Source: an optimization exercise on an open RTL-to-GDS flow (aim: small area, a short achievable clock period and few clock cycles). Production flows keep margins and buffers that such runs may drop. No run shown here included a check of the RTL's function; only the layout flow was run.

--- flow/config.mk ---
export PLATFORM = sky130hd
export DESIGN_NAME = alu_md
export DESIGN_NICKNAME = alu_md
export VERILOG_FILES = /design/flow/design.v
export SDC_FILE = /design/flow/constraint.sdc
export NUM_CORES = 4
export LEC_CHECK = 0
export ABC_AREA = 1
export CAP_MARGIN = 20
export CORE_MARGIN = 2
export CORE_UTILIZATION = 40
export SLEW_MARGIN = 20
--- flow/constraint.sdc ---
create_clock -name core_clock -period 6.0 [get_ports {clk}]
set_input_delay 1.2000 -clock core_clock [delete_from_list [all_inputs] [get_ports {clk}]]
set_output_delay 1.2000 -clock core_clock [all_outputs]
set_load 0.01 [all_outputs]
--- flow/design.v ---
module alu_md #(
  parameter int unsigned WIDTH = 32,
  parameter int unsigned SAW   = 5,
  parameter int unsigned CW    = 6
) (
  input  logic             clk,
  input  logic             reset,
  input  logic [WIDTH-1:0] RSbus,
  input  logic [WIDTH-1:0] RTbus,
  input  logic [WIDTH-1:0] Imm,
  input  logic             UseImm,
  input  logic [7:0]       SEL,
  input  logic             Start,
  input  logic             ReadLabel,
  input  logic             WriteLabel,
  output logic [WIDTH-1:0] ALUout,
  output logic [WIDTH-1:0] HI,
  output logic [WIDTH-1:0] LO,
  output logic             Busy,
  output logic             Done
);
  logic        s_mul, s_mulx, s_daln, s_div, s_fixq, s_fixr;
  logic [33:0] opa;       
  logic [4:0]  cnt;
  logic        last;      
  logic        hx;        
  logic        ext;       
  logic        shrt;      
  logic        negq, negr;
  logic [5:0]  nclz;      
  logic [4:0]  dclz;      
  logic        dneg;      
  logic        dvneg;     
  logic        one0, two0, neg0, one1, two1, neg1;    
  logic        unused_labels;
  assign unused_labels = ReadLabel ^ WriteLabel;
  logic [31:0] y;
  logic [4:0]  sa;
  logic        accept;
  logic        op_mul, op_div, op_sgn;
  assign y      = UseImm ? Imm : RTbus;    
  assign sa     = UseImm ? Imm[10:6] : RSbus[4:0];
  assign accept = Start & ~Busy;
  assign op_mul = (SEL == 8'h10) || (SEL == 8'h11);
  assign op_div = (SEL == 8'h12) || (SEL == 8'h13);
  assign op_sgn = ~SEL[0];
  logic        sub;
  logic [33:0] sumc;
  logic [32:0] sum;
  logic        slt, sltu;
  assign sub  = (SEL[2:0] == 3'd5) || (SEL[2:1] == 2'b11);
  assign sumc = {1'b0, RSbus, 1'b1} + {1'b0, y ^ {32{sub}}, sub};
  assign sum  = sumc[33:1];
  assign sltu = ~sum[32];
  assign slt  = (RSbus[31] ^ y[31]) ? RSbus[31] : sum[31];
  logic [31:0] shsrc;
  logic        sh_l, sh_a;
  logic [4:0]  shamt, famt;
  logic [31:0] fa, fb;
  logic [63:0] fcat;
  logic [32:0] shout;
  assign shsrc = s_daln ? opa[31:0] : RTbus;
  assign sh_l  = s_daln | SEL[1];
  assign sh_a  = ~SEL[0] & RTbus[31];
  assign shamt = s_daln ? sdiff[4:0] : sa;
  assign famt  = sh_l ? ~shamt : shamt;
  assign fa    = sh_l ? {s_daln & dvneg, shsrc[31:1]} : {32{sh_a}};
  assign fb    = sh_l ? {shsrc[0], 31'b0} : shsrc;
  assign fcat  = {fa, fb} >> famt;
  assign shout = fcat[32:0];
  logic [31:0] alu_res;
  logic        alu_we;
  always_comb begin
    alu_we  = 1'b1;
    alu_res = '0;
    case (SEL)
      8'h00, 8'h05: alu_res = sum[31:0];
      8'h01:        alu_res = RSbus & y;
      8'h02:        alu_res = RSbus ^ y;
      8'h03:        alu_res = RSbus | y;
      8'h04:        alu_res = ~(RSbus | y);
      8'h06:        alu_res = {31'b0, sltu};
      8'h07:        alu_res = {31'b0, slt};
      8'h08, 8'h09, 8'h0A: alu_res = shout[31:0];
      8'h14:        alu_res = HI;
      8'h15:        alu_res = LO;
      8'h10, 8'h11, 8'h12, 8'h13, 8'h16, 8'h17: alu_we = 1'b0;
      default:      alu_res = '0;
    endcase
  end
  logic y_short;
  assign y_short = (y[31:15] == 17'h0) || (op_sgn && (y[31:15] == 17'h1ffff));
  function automatic logic [2:0] booth(input logic b1, input logic b0, input logic bm);
    booth[2] = b0 ^ bm;                                    
    booth[1] = (b1 & ~b0 & ~bm) | (~b1 & b0 & bm);         
    booth[0] = b1;                                         
  endfunction
  function automatic logic [5:0] clz32(input logic [31:0] v);
    logic [15:0] z1; logic [15:0]     c1;
    logic [7:0]  z2; logic [7:0][1:0] c2;
    logic [3:0]  z3; logic [3:0][2:0] c3;
    logic [1:0]  z4; logic [1:0][3:0] c4;
    for (int i = 0; i < 16; i++) begin
      z1[i] = ~(v[2*i+1] | v[2*i]);
      c1[i] = ~v[2*i+1];
    end
    for (int i = 0; i < 8; i++) begin
      z2[i] = z1[2*i+1] & z1[2*i];
      c2[i] = z1[2*i+1] ? {1'b1, c1[2*i]} : {1'b0, c1[2*i+1]};
    end
    for (int i = 0; i < 4; i++) begin
      z3[i] = z2[2*i+1] & z2[2*i];
      c3[i] = z2[2*i+1] ? {1'b1, c2[2*i]} : {1'b0, c2[2*i+1]};
    end
    for (int i = 0; i < 2; i++) begin
      z4[i] = z3[2*i+1] & z3[2*i];
      c4[i] = z3[2*i+1] ? {1'b1, c3[2*i]} : {1'b0, c3[2*i+1]};
    end
    clz32 = (z4[1] & z4[0]) ? 6'd32 : (z4[1] ? {2'b01, c4[0]} : {2'b00, c4[1]});
  endfunction
  logic        y_zero, negn, negd;
  logic [5:0]  clzn, clzd;
  assign negn   = op_sgn & RSbus[31];
  assign negd   = op_sgn & y[31];
  assign y_zero = (y == 32'b0);
  assign clzn   = clz32(RSbus ^ {32{negn}});
  assign clzd   = clz32(y ^ {32{negd}});
  logic [6:0] sdiff;
  assign sdiff = {2'b0, dclz} - {1'b0, nclz} + {6'b0, dneg};
  logic [36:0] av, x37, pp0, pp1, cv, sv, cc;
  logic [37:0] s38;
  logic [36:0] s37;
  logic        fix, dborrow;
  assign fix = s_fixq | s_fixr | (s_daln & negr);
  assign x37 = {{3{opa[33]}}, opa};
  assign pp0 = (({37{one0}} & x37) | ({37{two0}} & {x37[35:0], 1'b0})) ^ {37{neg0}};
  assign pp1 = (({37{one1}} & {x37[34:0], 2'b0}) | ({37{two1}} & {x37[33:0], 3'b0}))
               ^ {37{neg1}};
  always_comb begin
    if (s_fixq)      av = ~{5'b0, LO};
    else if (s_fixr | s_daln) av = ~{5'b0, HI};
    else             av = {{4{hx}}, hx, HI};
  end
  assign sv      = av ^ pp0 ^ pp1;
  assign cv      = (av & pp0) | (av & pp1) | (pp0 & pp1);
  assign cc      = {cv[35:0], neg1};
  assign s38     = {sv, 1'b1} + {cc, (neg0 | fix)};
  assign s37     = s38[37:1];
  assign dborrow = s37[36];
  logic [31:0] alu_nxt, hi_nxt, lo_nxt;
  logic [33:0] opa_nxt;
  logic [4:0]  cnt_nxt, dclz_nxt;
  logic [5:0]  nclz_nxt;
  logic [5:0]  bctl_nxt;
  logic        n_mul, n_mulx, n_daln, n_div, n_fixq, n_fixr;
  logic        last_nxt, hx_nxt, ext_nxt, shrt_nxt, negq_nxt, negr_nxt, dneg_nxt, dvneg_nxt, done_nxt;
  always_comb begin
    {n_mul, n_mulx, n_daln, n_div, n_fixq, n_fixr} = 6'b0;
    alu_nxt  = ALUout;
    hi_nxt   = HI;
    lo_nxt   = LO;
    opa_nxt  = opa;
    cnt_nxt  = cnt;
    last_nxt = last;
    hx_nxt   = hx;
    ext_nxt  = ext;
    shrt_nxt = shrt;
    negq_nxt = negq;
    negr_nxt = negr;
    nclz_nxt = nclz;
    dclz_nxt = dclz;
    dneg_nxt = dneg;
    dvneg_nxt = dvneg;
    bctl_nxt = 6'b0;
    done_nxt = 1'b0;
    if (accept) begin
      if (alu_we) alu_nxt = alu_res;
      if (SEL == 8'h16) hi_nxt = RSbus;
      if (SEL == 8'h17) lo_nxt = RSbus;
      done_nxt = 1'b1;
      if (op_mul) begin
        done_nxt = 1'b0;
        n_mul    = 1'b1;
        hi_nxt   = '0;
        hx_nxt   = 1'b0;
        lo_nxt   = y;
        opa_nxt  = {{2{op_sgn & RSbus[31]}}, RSbus};
        shrt_nxt = y_short;
        cnt_nxt  = y_short ? 5'd3 : 5'd7;
        last_nxt = 1'b0;
        ext_nxt  = ~op_sgn & y[31];
        bctl_nxt = {booth(y[1], y[0], 1'b0), booth(y[3], y[2], y[1])};
      end
      if (op_div) begin
        if (y_zero) begin
          hi_nxt = RSbus;
          lo_nxt = '1;
        end else begin
          done_nxt = 1'b0;
          n_daln   = 1'b1;
          hi_nxt   = RSbus;
          hx_nxt   = 1'b0;
          lo_nxt   = '0;
          opa_nxt  = {{2{negd}}, y};
          dvneg_nxt = negd;
          negq_nxt = negn ^ negd;
          negr_nxt = negn;
          nclz_nxt = clzn;
          dclz_nxt = clzd[5] ? 5'd31 : clzd[4:0];
          dneg_nxt = negn;
        end
      end
    end
    if (s_mul) begin
      {hx_nxt, hi_nxt} = s37[36:4];
      lo_nxt   = {s37[3:0], LO[31:4]};
      cnt_nxt  = cnt - 5'd1;
      last_nxt = (cnt == 5'd1);
      bctl_nxt = {booth(LO[5], LO[4], LO[3]), booth(LO[7], LO[6], LO[5])};
      if (last) begin
        if (shrt) begin
          hi_nxt = {{15{s37[36]}}, s37[36:20]};
          lo_nxt = {s37[19:0], LO[31:20]};
        end
        if (ext) begin
          n_mulx   = 1'b1;
          bctl_nxt = 6'b100_000;    
        end else done_nxt = 1'b1;
      end else n_mul = 1'b1;
    end
    if (s_mulx) begin
      hi_nxt   = s37[31:0];
      done_nxt = 1'b1;
    end
    if (s_daln) begin
      if (sdiff[6]) begin
        done_nxt = 1'b1;
      end else begin
        if (negr) hi_nxt = s37[31:0];
        n_div    = 1'b1;
        opa_nxt  = {dvneg, shout};
        cnt_nxt  = sdiff[4:0];
        last_nxt = (sdiff[4:0] == 5'd0);
        bctl_nxt = {2'b10, ~dvneg, 3'b000};    
      end
    end
    if (s_div) begin
      if (!dborrow) hi_nxt = s37[31:0];
      lo_nxt   = {LO[30:0], ~dborrow};
      opa_nxt  = {opa[33], opa[33:1]};
      cnt_nxt  = cnt - 5'd1;
      last_nxt = (cnt == 5'd1);
      bctl_nxt = {one0, two0, neg0, 3'b000};
      if (last) begin
        bctl_nxt = 6'b0;
        if (negq) n_fixq = 1'b1;
        else if (negr) n_fixr = 1'b1;
        else done_nxt = 1'b1;
      end else n_div = 1'b1;
    end
    if (s_fixq) begin
      lo_nxt = s37[31:0];
      if (negr) n_fixr = 1'b1;
      else done_nxt = 1'b1;
    end
    if (s_fixr) begin
      hi_nxt   = s37[31:0];
      done_nxt = 1'b1;
    end
  end
  always_ff @(posedge clk or posedge reset) begin
    if (reset) begin
      ALUout <= '0;
      HI     <= '0;
      LO     <= '0;
      Busy   <= 1'b0;
      Done   <= 1'b0;
      s_mul  <= 1'b0;
      s_mulx <= 1'b0;
      s_daln <= 1'b0;
      s_div  <= 1'b0;
      s_fixq <= 1'b0;
      s_fixr <= 1'b0;
    end else begin
      ALUout <= alu_nxt;
      HI     <= hi_nxt;
      LO     <= lo_nxt;
      Busy   <= n_mul | n_mulx | n_daln | n_div | n_fixq | n_fixr;
      Done   <= done_nxt;
      s_mul  <= n_mul;
      s_mulx <= n_mulx;
      s_daln <= n_daln;
      s_div  <= n_div;
      s_fixq <= n_fixq;
      s_fixr <= n_fixr;
    end
  end
  always_ff @(posedge clk) begin
    opa  <= opa_nxt;
    cnt  <= cnt_nxt;
    last <= last_nxt;
    hx   <= hx_nxt;
    ext  <= ext_nxt;
    shrt <= shrt_nxt;
    negq <= negq_nxt;
    negr <= negr_nxt;
    nclz <= nclz_nxt;
    dclz <= dclz_nxt;
    dneg <= dneg_nxt;
    dvneg <= dvneg_nxt;
    {one0, two0, neg0, one1, two1, neg1} <= bctl_nxt;
  end
endmodule
--- flow/run.sh ---
#!/bin/bash
# synth_recipe.tcl (not shown) runs the flow's synth.tcl, then flattens the netlist and writes it again
# the make line also repeats each setting of config.mk as NAME=value (left out here)
make -C /OpenROAD-flow-scripts/flow DESIGN_CONFIG=/design/flow/config.mk WORK_HOME=/design/flow/orfs CLKGATE_MAP_FILE= SYNTH_SCRIPT=/design/flow/synth_recipe.tcl finish
==> summary.txt, run 1 <==
The mapped cell area is between 20,000 and 30,000 um^2. Across the run, the number of max-cap violations was 0.

The global-route wire length before repair came out at between 200,000 and 250,000 um. Of the synthesized area, sequential elements account for 15.4%. The maximum net fanout on the critical path is 25. After detailed routing, the total wire length is around 150,000 um.

The overall die height is between 200 and 300 um. Setup violations remaining at the end of the flow were counted as 0. The tree is rooted in a sky130_fd_sc_hd__clkbuf_16. The first-pass iteration count of the detailed router came out at 7. The number of sinks handled by clock tree synthesis came out at roughly 170. The data required time at the worst endpoint came out at roughly 6.4 ns. Counting I/O delays and the setup requirement, the final critical path takes approximately 5.4 ns. The routed via count is 34,300. STA classifies the critical path endpoint as a flip-flop. For this run, design rule violations remaining after detail routing come to 0. The count of standard-cell rows came out at 94.

The post-route worst hold slack is roughly 0.47 ns. The worst pin sits at a relative slew slack of 14.5%. In the final layout, flip-flops and latches occupy 4080 um^2. The worst register-to-register path has a depth of 19. The total I/O pin count is ~210. The latest clock arrival within the worst-skew pair came out at around 0.51 ns.

The placeable core region is approximately 66,000 um^2. Setup repair after global routing left no endpoint under its margin. After synthesis, the cell types taking the most area are sky130_fd_sc_hd__nand2_1, sky130_fd_sc_hd__nand3_1, sky130_fd_sc_hd__dfrtp_1, sky130_fd_sc_hd__ha_1, sky130_fd_sc_hd__inv_1. STA classifies the critical path startpoint as a flip-flop. The flow ran to the end and the layout has no timing, DRC or antenna violations.

The initial antenna violation count is 11. The path category of the worst min-delay check is reg2reg.

The quantity of hold-fixing buffers added after cts came out at 0. The die outline area came out at slightly below 70,000 um^2. The flip-flop and latch count after synthesis is approximately 170. Global routing used between 40% and 50% of the available tracks across all layers. The hold violation total from the final report was 0.

In this run the biggest area consumer among cell types represents approximately a fifth of the synthesized area. The number of pins with negative max-slew slack in the final report is 0. The number of routed nets with antenna violations came out at 0. The final cell count without fillers is ~5,600.

The worst hold path terminates at opa[20]. The arrival time at the worst endpoint is around 5.8 ns. For this run, the number of Yosys warnings is 1.

The most used flip-flop cell after synthesis is sky130_fd_sc_hd__dfrtp_1. The global placer's final weighted congestion is 1.06. The final total negative setup slack is 0 ns. The worst register-to-register path ends at HI[16]. The H-tree was split into 4 levels. The leading area contributor after synthesis is sky130_fd_sc_hd__nand2_1. Post-CTS repair changed the size of 0 cells. The half-perimeter wire length after placement is approximately 120,000 um. The share of the clock period used by the worst path is about 90%. The average cell area after synthesis is 5.78 um^2.

In this run, CTS created clock tree buffers numbering 17. The via count normalized by instance count is between 6 and 7. The number of standard cells after synthesis came out at about 4,600.

The clock input transition at the sequential cells of the worst setup and hold paths is about 0.080 ns. The synthesized net count came out at ~4,900. The horizontal die dimension is between 200 and 300 um. The number of nets at the end of the flow came out at ~5,000. Of the cells placed in the final design, the portion with a size suffix greater than 1 is under 10%. By startpoint and endpoint, the worst setup path is classified as reg2reg. The number of filler instances in the final layout is just over 7,000. By count the netlist is led by sky130_fd_sc_hd__nand2_1, sky130_fd_sc_hd__nand3_1, sky130_fd_sc_hd__inv_1. The multi-input logic area is roughly 19,000 um^2. The post-CTS repair timing setup buffer count is 0.

The growth of design area from synthesis to finish came out at 14.2%. The number of instances on the worst hold path is 2. The slew of the pin with the lowest slew margin came out at roughly 1.3 ns. The aggregate global routing overflow came out at 0. Dividing the detail-routed wire length by the instance count gives 27.5 um. The initial cell density of the core came out at 40.3%. The worst hold path begins at opa[21]. The cell with the most instances after synthesis is sky130_fd_sc_hd__nand2_1. The peak clock frequency supported by timing came out at 186 MHz. The number of global-route vias before repair came out at a little over 30,000. The number of placed instances with taps included came out at about 5,500. Between clock sinks in the finished design, the worst skew comes to approximately 0.036 ns. The share of async-settable or async-resettable flops after synthesis came out at 62.3%. The largest net degree at the start of global routing is 94. After the first detailed-routing iteration, the DRC count stood at around 5,700. Across all register-to-register paths, the minimum setup slack is between 0.6 and 0.7 ns. The clock passes through at most 2 buffers. The startpoint identified for the worst register-to-register timing path is s_fixr. The distinct cell type count of the synthesized netlist came out at a little over 60. The synthesized design contains 21 enable-type register cells. Port buffering added slightly above 200 buffers.

TritonCTS built the clock tree.
[kinds of logic (layout without fill, tap and decap cells)]
family,count (synthesis),after routing,synth area share (%)
AO/OA/AOI/OAI,929,929,20.6
flip-flops,167,167,15.4
XOR/XNOR,126,126,4.18
buffers and inverters,729,846,11.0
AND/OR/NAND/NOR,2432,2432,39.0
adder cells (fa/ha/maj),184,184,9.77
other,0,5,0
[metal layers]
metal  up-vias  wire length, um  track usage (%)
li1      15500                -                -
met1     16100            62300             59.7
met2      2280            60800             60.9
met3       378            20900             14.2
met4         6             8730             22.4
met5         -               46                0
[cells in the final DEF (no fill, tap or decap), types with 17 or more instances in the layout]
cell                              instances
sky130_fd_sc_hd__nand2_1               1369
sky130_fd_sc_hd__nand3_1                668
sky130_fd_sc_hd__inv_1                  467
sky130_fd_sc_hd__o21ai_0                267
sky130_fd_sc_hd__nor2_1                 260
sky130_fd_sc_hd__a21oi_1                245
sky130_fd_sc_hd__clkdlybuf4s50_1        204
sky130_fd_sc_hd__o22ai_1                155
sky130_fd_sc_hd__ha_1                   147
sky130_fd_sc_hd__buf_4                  118
sky130_fd_sc_hd__xor2_1                 110
sky130_fd_sc_hd__dfrtp_1                103
sky130_fd_sc_hd__o21ai_1                 55
sky130_fd_sc_hd__o211ai_1                49
sky130_fd_sc_hd__dfxtp_1                 42
sky130_fd_sc_hd__nand4_1                 38
sky130_fd_sc_hd__fa_1                    37
sky130_fd_sc_hd__nor3_1                  28
sky130_fd_sc_hd__a211oi_1                21
sky130_fd_sc_hd__edfxtp_1                21
sky130_fd_sc_hd__a221oi_1                20
sky130_fd_sc_hd__nand3b_1                20
sky130_fd_sc_hd__o21ai_2                 17
sky130_fd_sc_hd__a21o_1                  17
sky130_fd_sc_hd__clkbuf_16               17
[worst max-delay path, stage by stage, from the launching register on]
cell and delay, ns:
sky130_fd_sc_hd__dfrtp_1 0.42, sky130_fd_sc_hd__nor2_1 0.34, sky130_fd_sc_hd__nand2_2 0.29, sky130_fd_sc_hd__buf_4 0.30, sky130_fd_sc_hd__o21ai_0 0.84, sky130_fd_sc_hd__fa_1 0.35
sky130_fd_sc_hd__inv_1 0.05, sky130_fd_sc_hd__ha_1 0.37, sky130_fd_sc_hd__a21oi_1 0.30, sky130_fd_sc_hd__o21ai_0 0.26, sky130_fd_sc_hd__a21oi_1 0.25, sky130_fd_sc_hd__nand2_1 0.10
sky130_fd_sc_hd__nand2_1 0.10, sky130_fd_sc_hd__nand4_1 0.28, sky130_fd_sc_hd__nand3_1 0.24, sky130_fd_sc_hd__nand2_2 0.14, sky130_fd_sc_hd__inv_2 0.22, sky130_fd_sc_hd__buf_12 0.20
sky130_fd_sc_hd__nor2_1 0.05, sky130_fd_sc_hd__a21oi_1 0.18
[through the flow]
stage	setup slack, ns	area [um^2]	util [%]
floorplan	2.07	26400	-
global placement	0.714	29500	45.0
detailed placement	0.708	29500	45.0
CTS	1.12	30100	46.0
global route	0.599	30100	46.0
finish	0.623	30100	46.0
[flip-flops by register name, indices dropped and copies added (netlist names), 5 cells and up]
name    flops
cnt         5
nclz        6
LO         32
HI         32
opa        34
dclz        5
ALUout     32
[final cells by class]
| cell class | count | share of cell area (%) |
|---|---|---|
| Multi-Input combinational cell | 3671 | 64.6 |
| Clock buffer | 17 | 1.41 |
| Timing Repair Buffer | 329 | 10.1 |
| Tap cell | 864 | 3.59 |
| Sequential cell | 167 | 13.5 |
| Clock inverter | 14 | 0.656 |
| Antenna cell | 5 | 0.0415 |
| Inverter | 486 | 6.06 |
[worst max path at each step]
stage	start	to	slack [ns]	cells past startpoint
2_1_floorplan	reset	ALUout[0]	2.07	1
3_3_place_gp	SEL[1]	ALUout[25]	0.71	14
3_5_place_dp	SEL[1]	ALUout[25]	0.71	14
4_1_cts	s_fixr	HI[16]	1.12	19
5_1_grt	s_fixr	HI[16]	0.60	19
6_report	s_fixr	HI[16]	0.62	19
==> run 2, diff against run 1 <==
--- a/flow/design.v
+++ b/flow/design.v
@@ -26,5 +26,5 @@
   logic        hx;        
   logic        ext;       
-  logic        shrt;      
+  logic [1:0]  mcls;      
   logic        negq, negr;
   logic [5:0]  nclz;      
@@ -89,6 +89,20 @@
     endcase
   end
-  logic y_short;
-  assign y_short = (y[31:15] == 17'h0) || (op_sgn && (y[31:15] == 17'h1ffff));
+  function automatic logic [1:0] mclass(input logic [31:0] v, input logic sg);
+    logic f8, f16, f24;
+    f8  = (v[31:7]  == 25'h0) || (sg && (v[31:7]  == 25'h1ffffff));
+    f16 = (v[31:15] == 17'h0) || (sg && (v[31:15] == 17'h1ffff));
+    f24 = (v[31:23] == 9'h0)  || (sg && (v[31:23] == 9'h1ff));
+    mclass = f8 ? 2'd0 : f16 ? 2'd1 : f24 ? 2'd2 : 2'd3;
+  endfunction
+  logic [1:0]  y_cls, rs_cls, m_cls;
+  logic        mswap;
+  logic [31:0] mplier, mcand;
+  assign y_cls  = mclass(y, op_sgn);
+  assign rs_cls = mclass(RSbus, op_sgn);
+  assign mswap  = rs_cls < y_cls;
+  assign m_cls  = mswap ? rs_cls : y_cls;
+  assign mplier = mswap ? RSbus : y;
+  assign mcand  = mswap ? y : RSbus;
   function automatic logic [2:0] booth(input logic b1, input logic b0, input logic bm);
     booth[2] = b0 ^ bm;                                    
@@ -153,6 +167,7 @@
   logic [5:0]  nclz_nxt;
   logic [5:0]  bctl_nxt;
+  logic [1:0]  mcls_nxt;
   logic        n_mul, n_mulx, n_daln, n_div, n_fixq, n_fixr;
-  logic        last_nxt, hx_nxt, ext_nxt, shrt_nxt, negq_nxt, negr_nxt, dneg_nxt, dvneg_nxt, done_nxt;
+  logic        last_nxt, hx_nxt, ext_nxt, negq_nxt, negr_nxt, dneg_nxt, dvneg_nxt, done_nxt;
   always_comb begin
     {n_mul, n_mulx, n_daln, n_div, n_fixq, n_fixr} = 6'b0;
@@ -165,5 +180,5 @@
     hx_nxt   = hx;
     ext_nxt  = ext;
-    shrt_nxt = shrt;
+    mcls_nxt = mcls;
     negq_nxt = negq;
     negr_nxt = negr;
@@ -184,11 +199,11 @@
         hi_nxt   = '0;
         hx_nxt   = 1'b0;
-        lo_nxt   = y;
-        opa_nxt  = {{2{op_sgn & RSbus[31]}}, RSbus};
-        shrt_nxt = y_short;
-        cnt_nxt  = y_short ? 5'd3 : 5'd7;
+        lo_nxt   = mplier;
+        opa_nxt  = {{2{op_sgn & mcand[31]}}, mcand};
+        mcls_nxt = m_cls;
+        cnt_nxt  = {2'b0, m_cls, 1'b1};
         last_nxt = 1'b0;
-        ext_nxt  = ~op_sgn & y[31];
-        bctl_nxt = {booth(y[1], y[0], 1'b0), booth(y[3], y[2], y[1])};
+        ext_nxt  = ~op_sgn & mplier[31];
+        bctl_nxt = {booth(mplier[1], mplier[0], 1'b0), booth(mplier[3], mplier[2], mplier[1])};
       end
       if (op_div) begin
@@ -219,8 +234,19 @@
       bctl_nxt = {booth(LO[5], LO[4], LO[3]), booth(LO[7], LO[6], LO[5])};
       if (last) begin
-        if (shrt) begin
-          hi_nxt = {{15{s37[36]}}, s37[36:20]};
-          lo_nxt = {s37[19:0], LO[31:20]};
-        end
+        case (mcls)
+          2'd0: begin
+            hi_nxt = {{23{s37[36]}}, s37[36:28]};
+            lo_nxt = {s37[27:0], LO[31:28]};
+          end
+          2'd1: begin
+            hi_nxt = {{15{s37[36]}}, s37[36:20]};
+            lo_nxt = {s37[19:0], LO[31:20]};
+          end
+          2'd2: begin
+            hi_nxt = {{7{s37[36]}}, s37[36:12]};
+            lo_nxt = {s37[11:0], LO[31:12]};
+          end
+          default: ;
+        endcase
         if (ext) begin
           n_mulx   = 1'b1;
@@ -302,5 +328,5 @@
     hx   <= hx_nxt;
     ext  <= ext_nxt;
-    shrt <= shrt_nxt;
+    mcls <= mcls_nxt;
     negq <= negq_nxt;
     negr <= negr_nxt;
==> summary.txt, run 2 <==
The depth of the CTS H-tree was 4 (unchanged). The sum of routed wire segments on met1 came out at 65,700 um (was 62,300 um). The via count normalized by instance count came to 6.30 (was 6.17). The length of routed met2 wiring came out at 64,100 um (was 60,800 um). The deepest clock path buffer count is 2 (unchanged). The die outline area came out at 70,500 um^2 (was 68,100 um^2). The quantity of hold-fixing buffers added after cts was 0 (unchanged). The biggest cell delay along the critical path came out at 0.73 ns (was 0.84 ns). The flip-flop and latch count after synthesis is 168 (was 167). The overall die height is 266 um (was 261 um). The number of buffer and inverter instances along the worst setup path is 4 (unchanged).

The peak clock frequency supported by timing came to 186 MHz (about the same). Run status: timing/DRC/antenna clean (unchanged). The slowest stage cell on the critical path is sky130_fd_sc_hd__xor2_1 (was sky130_fd_sc_hd__o21ai_0).

The total wirelength of the detailed-routed design came out at 166,000 um (was 153,000 um). The share of the clock period used by the worst path is 89.6% (about the same).

The clock tree root buffer cell is sky130_fd_sc_hd__clkbuf_16 (unchanged). The total I/O pin count came out at 208 (unchanged). The clock input transition at the sequential cells of the worst setup and hold paths came out at 0.09 ns (was 0.08 ns).

The critical path's most frequent cell is sky130_fd_sc_hd__nand2_1 (was sky130_fd_sc_hd__a21oi_1). The number of maximum-capacitance violations came out at 0 (unchanged). The largest net degree at the start of global routing came out at 77 (was 94). The global placer's final weighted congestion came out at 1.13 (was 1.06). The number of placed instances with taps included is 5,681 (was 5,517). The number of sinks handled by clock tree synthesis is 168 (was 167). The placeable core region came out at 67,500 um^2 (was 65,500 um^2). The endpoint of the worst-slack reg-to-reg timing path is LO[28] (was HI[16]). The largest clock skew in the final design is 0.0181 ns (was 0.0358 ns). The synthesized net count came to 5,010 (was 4,861). Critical path, cell by cell: nor2_1, buf_4, nand2_1, buf_4, nand2_1, o21ai_0, fa_1, inv_1, ha_1, a21oi_1, nand2_1, a21boi_0, xor2_1, inv_1, nand2_1, nand3_1, o21bai_1, nand3_1, nand3_1, nand2_1 (was nor2_1, nand2_2, buf_4, o21ai_0, fa_1, inv_1, ha_1, a21oi_1, o21ai_0, a21oi_1, nand2_1, nand2_1, nand4_1, nand3_1, nand2_2, inv_2, buf_12, nor2_1, a21oi_1).

The share of the synthesized area in the top cell type is 18.3% (was 19.5%). The register-to-register setup slack came to 0.62 ns (about the same). The path category of the worst min-delay check is reg2reg (unchanged).

The distinct cell type count of the synthesized netlist is 65 (was 61). The routed via count is 36,000 (was 34,300). The latest clock arrival within the worst-skew pair came to 0.52 ns (was 0.51 ns). The number of CTS-inserted buffers came out at 17 (unchanged). Leading post-synthesis cells by instance count: sky130_fd_sc_hd__nand2_1, sky130_fd_sc_hd__nand3_1, sky130_fd_sc_hd__inv_1 (unchanged). The cell with the most instances after synthesis is sky130_fd_sc_hd__nand2_1 (unchanged). The worst hold path endpoint is opa[21] (was opa[20]). The number of routed nets with antenna violations is 0 (unchanged).

The hold violation total from the final report came to 0 (unchanged). The worst slack at placement came out at 0.738 ns (was 0.708 ns). The final total negative setup slack is 0 ns (unchanged).

The count of port buffers added during placement is 205 (unchanged). The TritonCTS clock tree was yes (unchanged). The residual DRC count is 0 (unchanged). The kind of critical path is reg2reg (unchanged). The predominant post-synthesis flop cell is sky130_fd_sc_hd__dfrtp_1 (unchanged). The met3 layer wire length in the routed design is 24,300 um (was 20,900 um). The number of standard cells after synthesis came to 4,714 (was 4,567). The number of instances on the worst hold path came out at 2 (unchanged). The share of async-settable or async-resettable flops after synthesis is 61.9% (was 62.3%). The horizontal die dimension is 266 um (was 261 um). The leading area contributor after synthesis is sky130_fd_sc_hd__nand2_1 (unchanged).

The number of pins with negative max-slew slack in the final report came out at 0 (unchanged). Cell types occupying the most area after synthesis: sky130_fd_sc_hd__nand2_1, sky130_fd_sc_hd__nand3_1, sky130_fd_sc_hd__dfrtp_1, sky130_fd_sc_hd__inv_1, sky130_fd_sc_hd__ha_1 (was sky130_fd_sc_hd__nand2_1, sky130_fd_sc_hd__nand3_1, sky130_fd_sc_hd__dfrtp_1, sky130_fd_sc_hd__ha_1, sky130_fd_sc_hd__inv_1). The kind of cell adding the most delay to the critical path is simple AND/OR/NAND/NOR gates (was compound AO/OA/AOI/OAI gates). Commonest non-fill, non-tap cells in the layout: sky130_fd_sc_hd__nand2_1, sky130_fd_sc_hd__nand3_1, sky130_fd_sc_hd__inv_1 (unchanged).

Unrepaired setup endpoints after global routing: no (unchanged). The largest register by flop count is opa (unchanged). The first-pass iteration count of the detailed router is 7 (unchanged). The nature of the critical path startpoint is a flip-flop (unchanged). The commonest non-fill, non-tap cell in the layout is sky130_fd_sc_hd__nand2_1 (unchanged). The headroom to the max-slew limit is 19.7% (was 14.5%).

The number of global-route vias before repair came to 32,500 (was 30,600). The DRC violation total after the first TritonRoute iteration came out at 6,554 (was 5,670). The post-CTS repair timing setup buffer count is 0 (unchanged). The setup slack of the critical path after layout was 0.624 ns (was 0.623 ns). The number of flip-flops in the largest register came out at 34 (unchanged). The start point of the worst hold path is opa[22] (was opa[21]). The number of nets at the end of the flow was 5,123 (was 4,966). The number of cells on the worst reg-to-reg path is 20 (was 19). The initial antenna violation count is 4 (was 11). The growth of design area from synthesis to finish was 13.9% (was 14.2%).

The total setup violations reported at the end of the flow came out at 0 (unchanged). The category of the worst setup path capture point is a flip-flop (unchanged). The startpoint of the most critical register-to-register path is s_fixr (unchanged). The post-CTS resize count is 0 (unchanged). The highest metal layer used by the detailed router is met5 (unchanged). The share of cells above drive strength 1 is 5.91% (was 4.93%). The aggregate global routing overflow came to 0 (unchanged). The average cell area after synthesis is 5.81 um^2 (was 5.78 um^2). The critical path depth in cells is 20 (was 19).

The global-route wire length before repair came out at 232,000 um (was 214,000 um). The arrival time at the worst endpoint came out at 5.78 ns (was 5.80 ns). The slew of the pin with the lowest slew margin came out at 1.20 ns (was 1.27 ns). The half-perimeter wire length after placement was 132,000 um (was 122,000 um). The count of flip-flops with a built-in enable after synthesis came out at 22 (was 21). The data required time at the worst endpoint is 6.40 ns (was 6.42 ns). The mean routed wirelength per cell is 29.1 um (was 27.5 um). The minimum clock period came out at 5.38 ns (about the same). The sequential cell area fraction in the yosys report is 15.0% (was 15.4%). The count of standard-cell rows is 95 (was 94). The total routing resource utilization after global routing came out at 45.7% (was 43.8%). The maximum net fanout on the critical path came out at 23 (was 25). The initial cell density of the core is 40.5% (was 40.3%).

The mapped cell area is 27,400 um^2 (was 26,400 um^2). The final cell count without fillers was 5,716 (was 5,553). The number of warning messages in the yosys log came out at 1 (unchanged).
## run 2: how the worst max path moves through the flow
stage            from    endpoint  slack (ns)
3_3_place_gp   SEL[0]  ALUout[31]        0.80
3_5_place_dp   SEL[1]   ALUout[0]        0.74
6_report       s_fixr      LO[28]        0.62
4_1_cts        s_fixr      LO[25]        0.88
2_1_floorplan  s_daln      HI[30]        1.55
5_1_grt        s_fixr       HI[9]        0.35
## run 2: worst reg2reg max path: stages (launching register included)
cell and delay [ns]:
sky130_fd_sc_hd__dfrtp_1 0.43, sky130_fd_sc_hd__nor2_1 0.11, sky130_fd_sc_hd__buf_4 0.20, sky130_fd_sc_hd__nand2_1 0.44, sky130_fd_sc_hd__buf_4 0.36, sky130_fd_sc_hd__nand2_1 0.07
sky130_fd_sc_hd__o21ai_0 0.16, sky130_fd_sc_hd__fa_1 0.53, sky130_fd_sc_hd__inv_1 0.05, sky130_fd_sc_hd__ha_1 0.34, sky130_fd_sc_hd__a21oi_1 0.24, sky130_fd_sc_hd__nand2_1 0.16
sky130_fd_sc_hd__a21boi_0 0.42, sky130_fd_sc_hd__xor2_1 0.73, sky130_fd_sc_hd__inv_1 0.33, sky130_fd_sc_hd__nand2_1 0.13, sky130_fd_sc_hd__nand3_1 0.08, sky130_fd_sc_hd__o21bai_1 0.17
sky130_fd_sc_hd__nand3_1 0.11, sky130_fd_sc_hd__nand3_1 0.14, sky130_fd_sc_hd__nand2_1 0.06
## run 2: kinds of logic (layout without fill, tap and decap cells)
| group | count (synthesis) | after routing | synth area share (%) |
|---|---|---|---|
| and+or+nand+nor | 2346 | 2346 | 36.2 |
| AOI/OAI and AO/OA | 1046 | 1046 | 22.4 |
| buffers and inverters | 810 | 936 | 11.8 |
| adders and majority gates | 186 | 186 | 9.52 |
| DFF | 168 | 168 | 15.0 |
| xor gates and xnor gates | 158 | 158 | 5.06 |
| other | 0 | 3 | 0 |
## run 2: per-layer routing
layer	GRT usage (%)	vias to the layer above
li1	-	16000
met1	61.7	16700
met2	63.0	2759
met3	15.1	545
met4	26.6	8
met5	0	-
## run 2: cell type report
| class | count | area, um^2 |
|---|---|---|
| diodes | 3 | 7.51 |
| clock buffers | 17 | 425 |
| clock inverters | 15 | 166 |
| fillers | 7466 | 36300 |
| inverters | 555 | 2100 |
| multi-input cells | 3736 | 20100 |
| flip-flops and latches | 168 | 4110 |
| well taps | 873 | 1090 |
| repair buffers | 349 | 3170 |
## run 2: through the flow
step                cell area, um^2  hold WS, ns  util, %
floorplan                     27400        0.435        -
global placement              30600        0.448     45.3
detailed placement            30600        0.461     45.3
CTS                           31200        0.463     46.2
global route                  31200        0.481     46.2
finish                        31200        0.461     46.2
==> run 3, diff against run 2 <==
--- a/flow/config.mk
+++ b/flow/config.mk
@@ -10,3 +10,4 @@
 export CORE_MARGIN = 2
 export CORE_UTILIZATION = 40
+export SETUP_SLACK_MARGIN = 1.2
 export SLEW_MARGIN = 20
==> summary.txt, run 3 <==
The mapped cell area is 27,400 um^2 (unchanged). Run status: timing/DRC/antenna clean (unchanged). The count of flip-flops with a built-in enable after synthesis is 22 (unchanged). The count of standard-cell rows is 95 (unchanged). The first-pass iteration count of the detailed router is 8 (was 7). The headroom to the max-slew limit came out at 19.8% (was 19.7%). The global-route layer with the greatest usage is met2 (unchanged). The nature of the critical path startpoint is a primary input (was flip-flop). The residual DRC count is 0 (unchanged). The share of the core filled with cells came to 46.7% (was 46.2%). The routing usage on met1 came out at 61.8% (was 61.7%). The total setup violations reported at the end of the flow came out at 0 (unchanged). The placeable core region came out at 67,500 um^2 (unchanged).

The sequential cell area fraction in the yosys report is 15.0% (unchanged). The depth of the CTS H-tree is 4 (unchanged). The DRC violation total after the first TritonRoute iteration came out at 6,601 (was 6,554). The TritonCTS clock tree is yes (unchanged). The horizontal die dimension came out at 266 um (unchanged). The number of warning messages in the yosys log came to 1 (unchanged). The total wirelength of the detailed-routed design came out at 167,000 um (was 166,000 um). The predominant post-synthesis flop cell is sky130_fd_sc_hd__dfrtp_1 (unchanged). The routing usage on met2 came out at 63.1% (was 63.0%). Cell types occupying the most area after synthesis: sky130_fd_sc_hd__nand2_1, sky130_fd_sc_hd__nand3_1, sky130_fd_sc_hd__dfrtp_1, sky130_fd_sc_hd__inv_1, sky130_fd_sc_hd__ha_1 (unchanged).

Commonest non-fill, non-tap cells in the layout: sky130_fd_sc_hd__nand2_1, sky130_fd_sc_hd__nand3_1, sky130_fd_sc_hd__inv_1 (unchanged). The routed via count came out at 36,100 (was 36,000). The share of async-settable or async-resettable flops after synthesis came out at 61.9% (unchanged). The total I/O pin count is 208 (unchanged). The clock tree root buffer cell is sky130_fd_sc_hd__clkbuf_16 (unchanged).

The number of CTS-inserted buffers is 17 (unchanged). The number of sinks handled by clock tree synthesis came out at 168 (unchanged). The half-perimeter wire length after placement came out at 132,000 um (unchanged). The largest clock skew in the final design came out at 0.0184 ns (was 0.0181 ns). Unrepaired setup endpoints after global routing: no (unchanged).

The global-route track usage on met3 is 15.3% (was 15.1%). The largest register by flop count was opa (unchanged). The leading area contributor after synthesis is sky130_fd_sc_hd__nand2_1 (unchanged). The minimum clock period is 4.80 ns (was 5.38 ns). The arrival time at the worst endpoint came out at 5.25 ns (was 5.78 ns).

The average cell area after synthesis came out at 5.81 um^2 (unchanged). The peak clock frequency supported by timing came out at 208 MHz (was 186 MHz). The latest clock arrival within the worst-skew pair came out at 0.52 ns (about the same). The share of the synthesized area in the top cell type was 18.3% (unchanged).

The maximum net fanout on the critical path came out at 31 (was 23). The largest net degree at the start of global routing came out at 77 (unchanged). The growth of design area from synthesis to finish came out at 15.2% (was 13.9%). The count of port buffers added during placement is 205 (unchanged).

The number of maximum-capacitance violations came out at 0 (unchanged). The category of the worst setup path capture point is a flip-flop (unchanged). The die outline area came out at 70,500 um^2 (unchanged). The share of cells above drive strength 1 came to 6.87% (was 5.91%).

The global placer's final weighted congestion came out at 1.13 (unchanged). The share of the clock period used by the worst path came out at 80.0% (was 89.6%). The number of standard cells after synthesis came out at 4,714 (unchanged). The path category of the worst min-delay check is reg2reg (unchanged). The commonest non-fill, non-tap cell in the layout is sky130_fd_sc_hd__nand2_1 (unchanged). The mean routed wirelength per cell was 29.1 um (about the same).

The distinct cell type count of the synthesized netlist is 65 (unchanged). The flip-flop and latch count after synthesis is 168 (unchanged). The synthesized net count was 5,010 (unchanged). The hold violation total from the final report is 0 (unchanged). The number of routed nets with antenna violations is 0 (unchanged).

The initial antenna violation count came out at 5 (was 4). The initial cell density of the core is 40.5% (unchanged). Leading post-synthesis cells by instance count: sky130_fd_sc_hd__nand2_1, sky130_fd_sc_hd__nand3_1, sky130_fd_sc_hd__inv_1 (unchanged). The via count normalized by instance count was 6.30 (about the same). The number of global-route vias before repair came out at 32,500 (about the same). The number of nets at the end of the flow was 5,131 (was 5,123). The quantity of hold-fixing buffers added after cts is 0 (unchanged).

The clock input transition at the sequential cells of the worst setup and hold paths was 0.08 ns (was 0.09 ns). The post-route worst hold slack is 0.466 ns (was 0.461 ns). The slew of the pin with the lowest slew margin is 1.20 ns (about the same). The kind of critical path is in2reg (was reg2reg).

The data required time at the worst endpoint came out at 6.45 ns (was 6.40 ns). The overall die height is 266 um (unchanged). The deepest clock path buffer count is 2 (unchanged). The number of flip-flops in the largest register was 34 (unchanged). The final total negative setup slack came to 0 ns (unchanged). The aggregate global routing overflow is 0 (unchanged). The global-route wire length before repair came to 232,000 um (about the same).

The total routing resource utilization after global routing came to 45.8% (was 45.7%). The cell with the most instances after synthesis is sky130_fd_sc_hd__nand2_1 (unchanged). The number of pins with negative max-slew slack in the final report came out at 0 (unchanged).
run 3: cell counts after synthesis:
No cell type changed its count.
run 3: repair_timing:
item                                    in CTS  in global routing
gates resized for setup                     10                 60
pin swaps                                    0                  1
gates cloned                                 0                  2
buffers inserted                             0                  6
endpoints found under the setup margin      49                 73
run 3: final timing paths:
check                                from          to  slack, ns  depth (start not counted)
worst max-delay path            RSbus[22]     opa[31]       1.20                         15
worst min-delay path              opa[22]     opa[21]       0.47                          2
worst max register to register       dneg   ALUout[5]       1.30                         18
worst min register to register    opa[22]     opa[21]       0.47                          2
max in group asynchronous           reset  ALUout[24]       3.94                          3
min in group asynchronous           reset      LO[18]       1.06                          2
run 3: routing by layer:
| metal | vias up | routed length (um) |
|---|---|---|
| met3 | 548 | 24600 |
| met5 | - | 59 |
| met1 | 16700 | 65800 |
| met4 | 8 | 11700 |
| li1 | 16000 | - |
| met2 | 2809 | 64600 |
run 3: area by class of cell:
| class | instances | area (um^2) |
|---|---|---|
| Inverter | 555 | 2110 |
| Timing Repair Buffer | 355 | 3250 |
| Multi-Input combinational cell | 3736 | 20400 |
| Antenna cell | 4 | 10.0 |
| Sequential cell | 168 | 4110 |
| Tap cell | 873 | 1090 |
| Clock buffer | 17 | 425 |
| Timing Repair inverter | 2 | 15.0 |
| Fill cell | 7435 | 36000 |
| Clock inverter | 15 | 166 |
run 3: metrics by stage:
step                std cells  cell area (um^2)  setup WS, ns
finish                   5725             31500          1.20
detailed placement       5681             30600         0.738
CTS                      5713             31200          1.22
global placement         5681             30600         0.800
floorplan                4714             27400          1.55
global route             5721             31500          1.18
run 3: critical path, cell delays in order:
cell	delay (ns)
sky130_fd_sc_hd__clkdlybuf4s50_1	0.69
sky130_fd_sc_hd__inv_1	0.52
sky130_fd_sc_hd__nand4_1	0.15
sky130_fd_sc_hd__nor2_1	0.25
sky130_fd_sc_hd__nand2_1	0.10
sky130_fd_sc_hd__and2_1	0.20
sky130_fd_sc_hd__ha_1	0.32
sky130_fd_sc_hd__nand2_2	0.07
sky130_fd_sc_hd__nand2_4	0.28
sky130_fd_sc_hd__nand2_4	0.20
sky130_fd_sc_hd__inv_4	0.38
sky130_fd_sc_hd__a211oi_1	0.16
sky130_fd_sc_hd__o21ai_0	0.51
sky130_fd_sc_hd__nand2_1	0.11
sky130_fd_sc_hd__nand2_1	0.08
run 3: logic make-up (layout without fill, tap and decap cells):
kind of cell    count (synthesis)  count (layout)  synth area share (%)
xor+xnor                      158             158                  5.06
compound gates               1046            1046                  22.4
other cells                     0               4                     0
buf+inv                       810             944                  11.8
fa+ha+maj                     186             186                  9.52
flops                         168             168                  15.0
simple gates                 2346            2346                  36.2
==> run 4, diff against run 3 <==
--- a/flow/design.v
+++ b/flow/design.v
@@ -54,19 +54,25 @@
   assign sltu = ~sum[32];
   assign slt  = (RSbus[31] ^ y[31]) ? RSbus[31] : sum[31];
+  function automatic logic [32:0] rev33(input logic [32:0] v);
+    for (int i = 0; i < 33; i++) rev33[i] = v[32-i];
+  endfunction
   logic [31:0] shsrc;
-  logic        sh_l, sh_a;
-  logic [4:0]  shamt, famt;
-  logic [31:0] fa, fb;
-  logic [63:0] fcat;
-  logic [32:0] shout;
+  logic        sh_l, fill;
+  logic [4:0]  shamt;
+  logic [32:0] shin, shr, shout;
   assign shsrc = s_daln ? opa[31:0] : RTbus;
   assign sh_l  = s_daln | SEL[1];
-  assign sh_a  = ~SEL[0] & RTbus[31];
+  assign fill  = ~sh_l & ~SEL[0] & RTbus[31];
   assign shamt = s_daln ? sdiff[4:0] : sa;
-  assign famt  = sh_l ? ~shamt : shamt;
-  assign fa    = sh_l ? {s_daln & dvneg, shsrc[31:1]} : {32{sh_a}};
-  assign fb    = sh_l ? {shsrc[0], 31'b0} : shsrc;
-  assign fcat  = {fa, fb} >> famt;
-  assign shout = fcat[32:0];
+  assign shin  = sh_l ? rev33({s_daln & dvneg, shsrc}) : {fill, shsrc};
+  always_comb begin
+    shr = shin;
+    if (shamt[4]) shr = {{16{fill}}, shr[32:16]};
+    if (shamt[3]) shr = {{8{fill}},  shr[32:8]};
+    if (shamt[2]) shr = {{4{fill}},  shr[32:4]};
+    if (shamt[1]) shr = {{2{fill}},  shr[32:2]};
+    if (shamt[0]) shr = {fill,       shr[32:1]};
+  end
+  assign shout = sh_l ? rev33(shr) : shr;
   logic [31:0] alu_res;
   logic        alu_we;
--- a/flow/config.mk
+++ b/flow/config.mk
@@ -10,4 +10,4 @@
 export CORE_MARGIN = 2
 export CORE_UTILIZATION = 40
-export SETUP_SLACK_MARGIN = 1.2
+export SETUP_SLACK_MARGIN = 1.6
 export SLEW_MARGIN = 20
==> summary.txt, run 4 <==
Run status: timing/DRC/antenna clean (unchanged). The data required time at the worst endpoint is 6.41 ns (was 6.45 ns). The peak clock frequency supported by timing is 230 MHz (was 208 MHz). The number of pins with negative max-slew slack in the final report came out at 0 (unchanged). The final cell count without fillers came out at 5,492 (was 5,725).

The path category of the worst min-delay check is reg2reg (unchanged). The deepest clock path buffer count is 2 (unchanged). The count of standard-cell rows is 93 (was 95). The leading area contributor after synthesis was sky130_fd_sc_hd__nand2_1 (unchanged). The number of cells on the worst reg-to-reg path came to 26 (was 18). The kind of critical path is reg2reg (was in2reg). The total wirelength of the detailed-routed design was 156,000 um (was 167,000 um). The half-perimeter wire length after placement came out at 122,000 um (was 132,000 um).

The total setup violations reported at the end of the flow was 0 (unchanged). The headroom to the max-slew limit came to 17.4% (was 19.8%). The summed area of non-filler cells in the final layout was 31,400 um^2 (was 31,500 um^2).

The slowest stage cell on the critical path is sky130_fd_sc_hd__fa_1 (was sky130_fd_sc_hd__clkdlybuf4s50_1). The global placer's final weighted congestion is 1.11 (was 1.13). The largest clock skew in the final design came out at 0.0280 ns (was 0.0184 ns). The largest net degree at the start of global routing is 74 (was 77).

The cell with the most instances after synthesis is sky130_fd_sc_hd__nand2_1 (unchanged). The TritonCTS clock tree is yes (unchanged). The number of placed instances with taps included was 5,416 (was 5,681). The biggest cell delay along the critical path was 0.53 ns (was 0.69 ns). The number of instances on the worst hold path is 2 (unchanged). The number of standard cells after synthesis was 4,442 (was 4,714). The slew of the pin with the lowest slew margin is 1.24 ns (was 1.20 ns). The number of filler instances in the final layout is 7,133 (was 7,435).

Cell types occupying the most area after synthesis: sky130_fd_sc_hd__nand2_1, sky130_fd_sc_hd__dfrtp_1, sky130_fd_sc_hd__nand3_1, sky130_fd_sc_hd__o21ai_0, sky130_fd_sc_hd__ha_1 (was sky130_fd_sc_hd__nand2_1, sky130_fd_sc_hd__nand3_1, sky130_fd_sc_hd__dfrtp_1, sky130_fd_sc_hd__inv_1, sky130_fd_sc_hd__ha_1). The number of global-route vias before repair came to 30,900 (was 32,500). The worst slack at placement came out at 0.698 ns (was 0.738 ns). The start point of the worst hold path was ALUout[22] (was opa[22]). The number of warning messages in the yosys log came out at 1 (unchanged). The residual DRC count came out at 0 (unchanged).

Unrepaired setup endpoints after global routing: yes (was no). The depth of the CTS H-tree was 4 (unchanged). The synthesized net count came out at 4,738 (was 5,010). The post-placement cell area was 29,500 um^2 (was 30,600 um^2).

The register-to-register setup slack is 1.64 ns (was 1.30 ns). The total I/O pin count came to 208 (unchanged). The share of cells above drive strength 1 was 10.3% (was 6.87%). Leading post-synthesis cells by instance count: sky130_fd_sc_hd__nand2_1, sky130_fd_sc_hd__inv_1, sky130_fd_sc_hd__nand3_1 (was sky130_fd_sc_hd__nand2_1, sky130_fd_sc_hd__nand3_1, sky130_fd_sc_hd__inv_1).

The endpoint of the worst-slack reg-to-reg timing path is HI[10] (was ALUout[5]). The DRC violation total after the first TritonRoute iteration is 4,716 (was 6,601). The number of nets at the end of the flow is 4,916 (was 5,131). The clock input transition at the sequential cells of the worst setup and hold paths came out at 0.08 ns (about the same). The count of port buffers added during placement is 205 (unchanged). The maximum net fanout on the critical path came out at 46 (was 31).

The average cell area after synthesis came out at 5.90 um^2 (was 5.81 um^2). The final total negative setup slack is 0 ns (unchanged). The number of sinks handled by clock tree synthesis is 168 (unchanged). The clock tree root buffer cell is sky130_fd_sc_hd__clkbuf_16 (unchanged). The post-route worst hold slack came to 0.483 ns (was 0.466 ns). The routed via count came to 34,000 (was 36,100).

The area of all sequential standard cells was 4110 um^2 (unchanged). The distinct cell type count of the synthesized netlist came out at 68 (was 65). The share of async-settable or async-resettable flops after synthesis came out at 61.9% (unchanged). The die outline area is 67,600 um^2 (was 70,500 um^2).

The flip-flop and latch count after synthesis came out at 168 (unchanged). The number of CTS-inserted buffers came out at 17 (unchanged). The sequential cell area fraction in the yosys report came out at 15.7% (was 15.0%). The multi-input logic area came out at 20,000 um^2 (was 20,400 um^2). The arrival time at the worst endpoint is 4.76 ns (was 5.25 ns). The first-pass iteration count of the detailed router was 8 (unchanged). The predominant post-synthesis flop cell is sky130_fd_sc_hd__dfrtp_1 (unchanged). The share of the clock period used by the worst path came out at 72.6% (was 80.0%). The worst hold path endpoint is ALUout[22] (was opa[21]). The number of flip-flops in the largest register came out at 34 (unchanged).

The category of the worst setup path capture point is a flip-flop (unchanged). The mapped cell area is 26,200 um^2 (was 27,400 um^2). The overall die height is 260 um (was 266 um).

The total routing resource utilization after global routing is 45.0% (was 45.8%). The count of flip-flops with a built-in enable after synthesis is 22 (unchanged). The via count normalized by instance count is 6.19 (was 6.30). The number of maximum-capacitance violations came out at 0 (unchanged). The latest clock arrival within the worst-skew pair was 0.53 ns (was 0.52 ns). The horizontal die dimension is 260 um (was 266 um). The global-route wire length before repair is 219,000 um (was 232,000 um). The share of the synthesized area in the top cell type is 16.7% (was 18.3%).

The setup slack of the critical path after layout came out at 1.64 ns (was 1.20 ns). Commonest non-fill, non-tap cells in the layout: sky130_fd_sc_hd__nand2_1, sky130_fd_sc_hd__inv_1, sky130_fd_sc_hd__nand3_1 (was sky130_fd_sc_hd__nand2_1, sky130_fd_sc_hd__nand3_1, sky130_fd_sc_hd__inv_1). The number of routed nets with antenna violations is 0 (unchanged). The initial cell density of the core is 40.6% (was 40.5%). The nature of the critical path startpoint was a flip-flop (was primary input). The startpoint of the most critical register-to-register path is s_fixq (was dneg).

The hold violation total from the final report came out at 0 (unchanged). The critical path's most frequent cell is sky130_fd_sc_hd__nand2_1 (unchanged). The largest register by flop count is opa (unchanged). The growth of design area from synthesis to finish came to 19.6% (was 15.2%). The aggregate global routing overflow is 0 (unchanged). The mean routed wirelength per cell came out at 28.5 um (was 29.1 um). The initial antenna violation count is 5 (unchanged). The quantity of hold-fixing buffers added after cts is 0 (unchanged).

The placeable core region came to 64,600 um^2 (was 67,500 um^2). The minimum clock period is 4.36 ns (was 4.80 ns). The commonest non-fill, non-tap cell in the layout was sky130_fd_sc_hd__nand2_1 (unchanged).
[run 4: changes by cell type in the layout (fill, tap and decap cells not counted), moves of 13 or more]
cell,previous run,this run
sky130_fd_sc_hd__o21ai_0,314,363
sky130_fd_sc_hd__o21ai_2,10,28
sky130_fd_sc_hd__a21oi_2,6,19
sky130_fd_sc_hd__o221ai_1,58,41
sky130_fd_sc_hd__ha_1,148,125
sky130_fd_sc_hd__a21oi_1,283,235
sky130_fd_sc_hd__buf_4,141,173
sky130_fd_sc_hd__nand2_1,1327,1141
sky130_fd_sc_hd__inv_1,521,471
sky130_fd_sc_hd__nand3_1,588,446
sky130_fd_sc_hd__o21ai_1,71,84
[run 4: cells by family (layout without fill, tap and decap cells)]
logic type / Yosys count / count (layout) / share of synthesized area (%)
AOI/OAI and AO/OA: 1116 / 1116 / 24.8
buffers and inverters: 752 / 942 / 11.3
and+or+nand+nor: 2077 / 2078 / 33.5
DFF: 168 / 168 / 15.7
adders and majority gates: 186 / 186 / 9.94
other: 0 / 4 / 0
xor gates and xnor gates: 143 / 143 / 4.78
[run 4: routing by layer]
layer | wire length, um | GRT usage (%) | up-vias
met2 | 66200 | 67.9 | 2317
met4 | 14300 | 33.0 | 4
met1 | 59200 | 55.9 | 15800
met5 | 27 | 0 | -
li1 | - | - | 15300
met3 | 16700 | 10.4 | 528
[run 4: layout make-up]
type	count	area share, %
inverters	520	6.49
clock inverters	13	0.371
repair buffers	390	11.6
diodes	4	0.0319
flip-flops and latches	168	13.1
multi-input cells	3523	63.7
well taps	855	3.41
clock buffers	19	1.38
[run 4: timing repair]
| action | 4_1_cts | 5_1_grt |
|---|---|---|
| setup buffers | 14 | 22 |
| endpoints found under the setup margin | 116 | 126 |
| gates resized for setup | 76 | 194 |
| endpoints found under the hold margin | 0 | 0 |
| cloned | 2 | 2 |
| pin swaps | 5 | 21 |
[run 4: metrics by stage]
stage	utilization, %
floorplan	-
global placement	45.7
detailed placement	45.7
CTS	47.2
global route	48.6
finish	48.6
[run 4: critical path: cells and delay by family, from the launching register on]
| kind | cells | cell delay [ns] |
|---|---|---|
| and+or+nand+nor | 14 | 1.37 |
| DFF | 1 | 0.44 |
| adders and majority gates | 2 | 0.92 |
| xor gates and xnor gates | 1 | 0.25 |
| buffers and inverters | 4 | 0.60 |
| AOI/OAI and AO/OA | 5 | 0.59 |
[run 4: worst max-delay path by stage]
stage	start	end	slack [ns]	depth (start not counted)
after floorplan	SEL[1]	ALUout[10]	1.74	18
after global placement	UseImm	LO[5]	0.67	23
after detailed placement	UseImm	LO[5]	0.70	23
after CTS	s_fixr	HI[15]	1.49	23
after global routing	s_fixq	HI[15]	1.48	21
final	s_fixq	HI[10]	1.64	26
==> run 5, diff against run 4 <==
--- a/flow/config.mk
+++ b/flow/config.mk
@@ -10,4 +10,4 @@
 export CORE_MARGIN = 2
 export CORE_UTILIZATION = 40
-export SETUP_SLACK_MARGIN = 1.6
+export SETUP_SLACK_MARGIN = 2.0
 export SLEW_MARGIN = 20
==> summary.txt, run 5 <==
The number of nets at the end of the flow came out at 5,033 (was 4,916). The largest register by flop count is opa (unchanged). The total I/O pin count is 208 (unchanged).

The count of standard-cell rows came out at 93 (unchanged). The commonest non-fill, non-tap cell in the layout is sky130_fd_sc_hd__nand2_1 (unchanged). Unrepaired setup endpoints after global routing: yes (unchanged). The minimum clock period came out at 4.17 ns (was 4.36 ns).

The category of the worst setup path capture point was a flip-flop (unchanged). The first-pass iteration count of the detailed router is 9 (was 8). Leading post-synthesis cells by instance count: sky130_fd_sc_hd__nand2_1, sky130_fd_sc_hd__inv_1, sky130_fd_sc_hd__nand3_1 (unchanged). The share of async-settable or async-resettable flops after synthesis was 61.9% (unchanged).

The DRC violation total after the first TritonRoute iteration was 5,732 (was 4,716). The number of CTS-inserted buffers was 17 (unchanged).

The die outline area is 67,600 um^2 (unchanged). The path category of the worst min-delay check is reg2reg (unchanged). The mapped cell area came out at 26,200 um^2 (unchanged). The deepest clock path buffer count came to 2 (unchanged). The total setup violations reported at the end of the flow is 0 (unchanged). The cell with the most instances after synthesis is sky130_fd_sc_hd__nand2_1 (unchanged). The number of instances on the worst hold path is 2 (unchanged).

Commonest non-fill, non-tap cells in the layout: sky130_fd_sc_hd__nand2_1, sky130_fd_sc_hd__inv_1, sky130_fd_sc_hd__nand3_1 (unchanged). The final total negative setup slack was 0 ns (unchanged). The latest clock arrival within the worst-skew pair was 0.54 ns (was 0.53 ns).

The quantity of hold-fixing buffers added after cts is 0 (unchanged). The routed via count came out at 35,700 (was 34,000). The initial antenna violation count is 6 (was 5). The kind of critical path is reg2reg (unchanged).

The depth of the CTS H-tree came out at 4 (unchanged). The number of warning messages in the yosys log came out at 1 (unchanged). The flip-flop and latch count after synthesis is 168 (unchanged). The half-perimeter wire length after placement came to 120,000 um (was 122,000 um). The number of sinks handled by clock tree synthesis is 168 (unchanged).

The overall die height came to 260 um (unchanged). The share of cells above drive strength 1 is 19.5% (was 10.3%). The start point of the worst hold path was opa[17] (was ALUout[22]). The initial cell density of the core is 40.6% (unchanged). The largest net degree at the start of global routing was 69 (was 74). The TritonCTS clock tree is yes (unchanged).

The placeable core region is 64,600 um^2 (unchanged). The mean routed wirelength per cell came out at 28.9 um (was 28.5 um). The horizontal die dimension came out at 260 um (unchanged).

The worst slack at placement came out at 0.808 ns (was 0.698 ns). The number of routed nets with antenna violations is 0 (unchanged). The average cell area after synthesis was 5.90 um^2 (unchanged). The distinct cell type count of the synthesized netlist came out at 68 (unchanged). The startpoint of the most critical register-to-register path is s_fixq (unchanged). The growth of design area from synthesis to finish is 32.9% (was 19.6%).

The post-placement cell area came out at 29,400 um^2 (was 29,500 um^2). The hold violation total from the final report is 0 (unchanged). The count of port buffers added during placement is 205 (unchanged). The number of maximum-capacitance violations is 0 (unchanged). The number of cells on the worst reg-to-reg path came to 24 (was 26). The via count normalized by instance count is 6.36 (was 6.19). The count of flip-flops with a built-in enable after synthesis came to 22 (unchanged). The total routing resource utilization after global routing came to 45.7% (was 45.0%). The share of the clock period used by the worst path came out at 69.5% (was 72.6%).

The global-route wire length before repair came out at 224,000 um (was 219,000 um). The sequential cell area fraction in the yosys report is 15.7% (unchanged). The residual DRC count is 0 (unchanged).

The largest clock skew in the final design came out at 0.0316 ns (was 0.0280 ns). The slew of the pin with the lowest slew margin came out at 1.02 ns (was 1.24 ns). The number of global-route vias before repair came to 31,700 (was 30,900). The register-to-register setup slack came out at 1.83 ns (was 1.64 ns). The worst hold path endpoint is opa[16] (was ALUout[22]). Run status: timing/DRC/antenna clean (unchanged). The clock input transition at the sequential cells of the worst setup and hold paths is 0.08 ns (about the same).

The data required time at the worst endpoint is 6.41 ns (about the same). The number of standard cells after synthesis is 4,442 (unchanged). The global placer's final weighted congestion is 1.09 (was 1.11).

The clock tree root buffer cell was sky130_fd_sc_hd__clkbuf_16 (unchanged). The synthesized net count is 4,738 (unchanged). The share of the synthesized area in the top cell type is 16.7% (unchanged). The leading area contributor after synthesis is sky130_fd_sc_hd__nand2_1 (unchanged).

The setup slack of the critical path after layout came out at 1.83 ns (was 1.64 ns). The nature of the critical path startpoint is a flip-flop (unchanged). The peak clock frequency supported by timing is 240 MHz (was 230 MHz). Cell types occupying the most area after synthesis: sky130_fd_sc_hd__nand2_1, sky130_fd_sc_hd__dfrtp_1, sky130_fd_sc_hd__nand3_1, sky130_fd_sc_hd__o21ai_0, sky130_fd_sc_hd__ha_1 (unchanged). The predominant post-synthesis flop cell was sky130_fd_sc_hd__dfrtp_1 (unchanged).

The total wirelength of the detailed-routed design is 162,000 um (was 156,000 um). The number of flip-flops in the largest register is 34 (unchanged). The arrival time at the worst endpoint was 4.58 ns (was 4.76 ns).

The summed area of non-filler cells in the final layout was 34,800 um^2 (was 31,400 um^2). The headroom to the max-slew limit came out at 32.0% (was 17.4%). The maximum net fanout on the critical path is 8 (was 46). The number of pins with negative max-slew slack in the final report is 0 (unchanged). The endpoint of the worst-slack reg-to-reg timing path was HI[24] (was HI[10]). The aggregate global routing overflow came out at 0 (unchanged).
-- run 5: cell families after synthesis --
| group | after synthesis | share of synthesized area [%] |
|---|---|---|
| simple gates | 2077 | 33.5 |
| flops | 168 | 15.7 |
| fa+ha+maj | 186 | 9.94 |
| xor+xnor | 143 | 4.78 |
| buf+inv | 752 | 11.3 |
| compound gates | 1116 | 24.8 |
-- run 5: worst max path at each step --
stage	start	to	slack [ns]	cells past startpoint
after floorplan	s_daln	HI[5]	2.00	25
after global placement	s_fixr	LO[29]	0.87	21
after detailed placement	s_fixr	HI[20]	0.81	24
after CTS	s_fixr	LO[23]	1.90	25
after global routing	s_fixq	HI[14]	1.74	25
final	s_fixq	HI[24]	1.83	24
-- run 5: worst max-delay path, cell delays in order (launching register included) --
cell and delay, ns:
sky130_fd_sc_hd__dfrtp_2 0.44, sky130_fd_sc_hd__buf_12 0.17, sky130_fd_sc_hd__buf_12 0.15, sky130_fd_sc_hd__clkbuf_16 0.16, sky130_fd_sc_hd__o21ai_1 0.14, sky130_fd_sc_hd__nand2_1 0.08, sky130_fd_sc_hd__o21ai_2 0.09, sky130_fd_sc_hd__inv_1 0.08
sky130_fd_sc_hd__fa_1 0.49, sky130_fd_sc_hd__ha_4 0.30, sky130_fd_sc_hd__a21oi_4 0.17, sky130_fd_sc_hd__o21a_1 0.22, sky130_fd_sc_hd__o21ai_1 0.09, sky130_fd_sc_hd__nand2_1 0.06, sky130_fd_sc_hd__nand2_1 0.08, sky130_fd_sc_hd__nand2_1 0.10
sky130_fd_sc_hd__nand4_1 0.18, sky130_fd_sc_hd__nand2_2 0.17, sky130_fd_sc_hd__buf_6 0.14, sky130_fd_sc_hd__nand2_4 0.06, sky130_fd_sc_hd__nand2_4 0.12, sky130_fd_sc_hd__buf_6 0.16, sky130_fd_sc_hd__buf_12 0.16, sky130_fd_sc_hd__a21oi_2 0.05
sky130_fd_sc_hd__a22o_1 0.19
-- run 5: layout make-up --
| type | count | area, um^2 |
|---|---|---|
| fill | 6586 | 29700 |
| multi-input combinational | 3527 | 22000 |
| timing repair buffer | 500 | 5020 |
| sequential | 168 | 4110 |
| inverter | 520 | 2080 |
| tap | 855 | 1070 |
| clock buffer | 17 | 425 |
| clock inverter | 15 | 151 |
| timing repair inverter | 3 | 20.0 |
| antenna | 3 | 7.51 |
-- run 5: metrics by stage --
stage | std cells | hold slack [ns] | util, %
floorplan | 4442 | 0.432 | -
global placement | 5402 | 0.448 | 45.5
detailed placement | 5402 | 0.454 | 45.5
CTS | 5511 | 0.466 | 50.1
global route | 5605 | 0.494 | 53.9
finish | 5608 | 0.466 | 54.0
-- run 5: metal layers --
| layer | vias up | track usage, % | part of all wire, % |
|---|---|---|---|
| met5 | - | 0 | 0.030 |
| met4 | 6 | 37.0 | 11 |
| met3 | 764 | 11.5 | 12 |
| li1 | 15600 | - | - |
| met2 | 2829 | 67.4 | 41 |
| met1 | 16500 | 56.4 | 37 |
-- run 5: what timing repair did --
action | CTS | global route
gates cloned | 14 | 14
gates resized for setup | 400 | 456
pin swaps | 57 | 160
endpoints found under the setup margin | 140 | 138
setup buffers | 63 | 79

[re-timing with driven ports]
In the flow no input, the clock included, has a driving cell. The finished layouts below were timed again as built, in two steps. Step 1 sets driving cells, clkbuf_16 on the clock port and buf_2 on the other inputs (assumed; they add their load-dependent delay and slew). Step 2 adds t to the input delays and takes it off the output delays; t is the mean of the earliest and latest rising clock arrival at the registers after step 1. Input paths then give back, and output paths get back, about the clock's delay inside the block. a / b / c = ideal / step 1 / step 2; a / b = the first two.
run | t, ns | setup WS [ns] | cell pins on the clock port's net
run 1 | 0.557 | 0.623 / 0.623 / 0.411 | 1
run 2 | 0.577 | 0.624 / 0.624 / 0.438 | 1
run 3 | 0.572 | 1.201 / 1.243 / 0.671 | 1
run 4 | 0.589 | 1.645 / 1.645 / 1.115 | 1
run 5 | 0.595 | 1.828 / 1.828 / 1.446 | 1
After both steps every run listed still meets setup and hold.
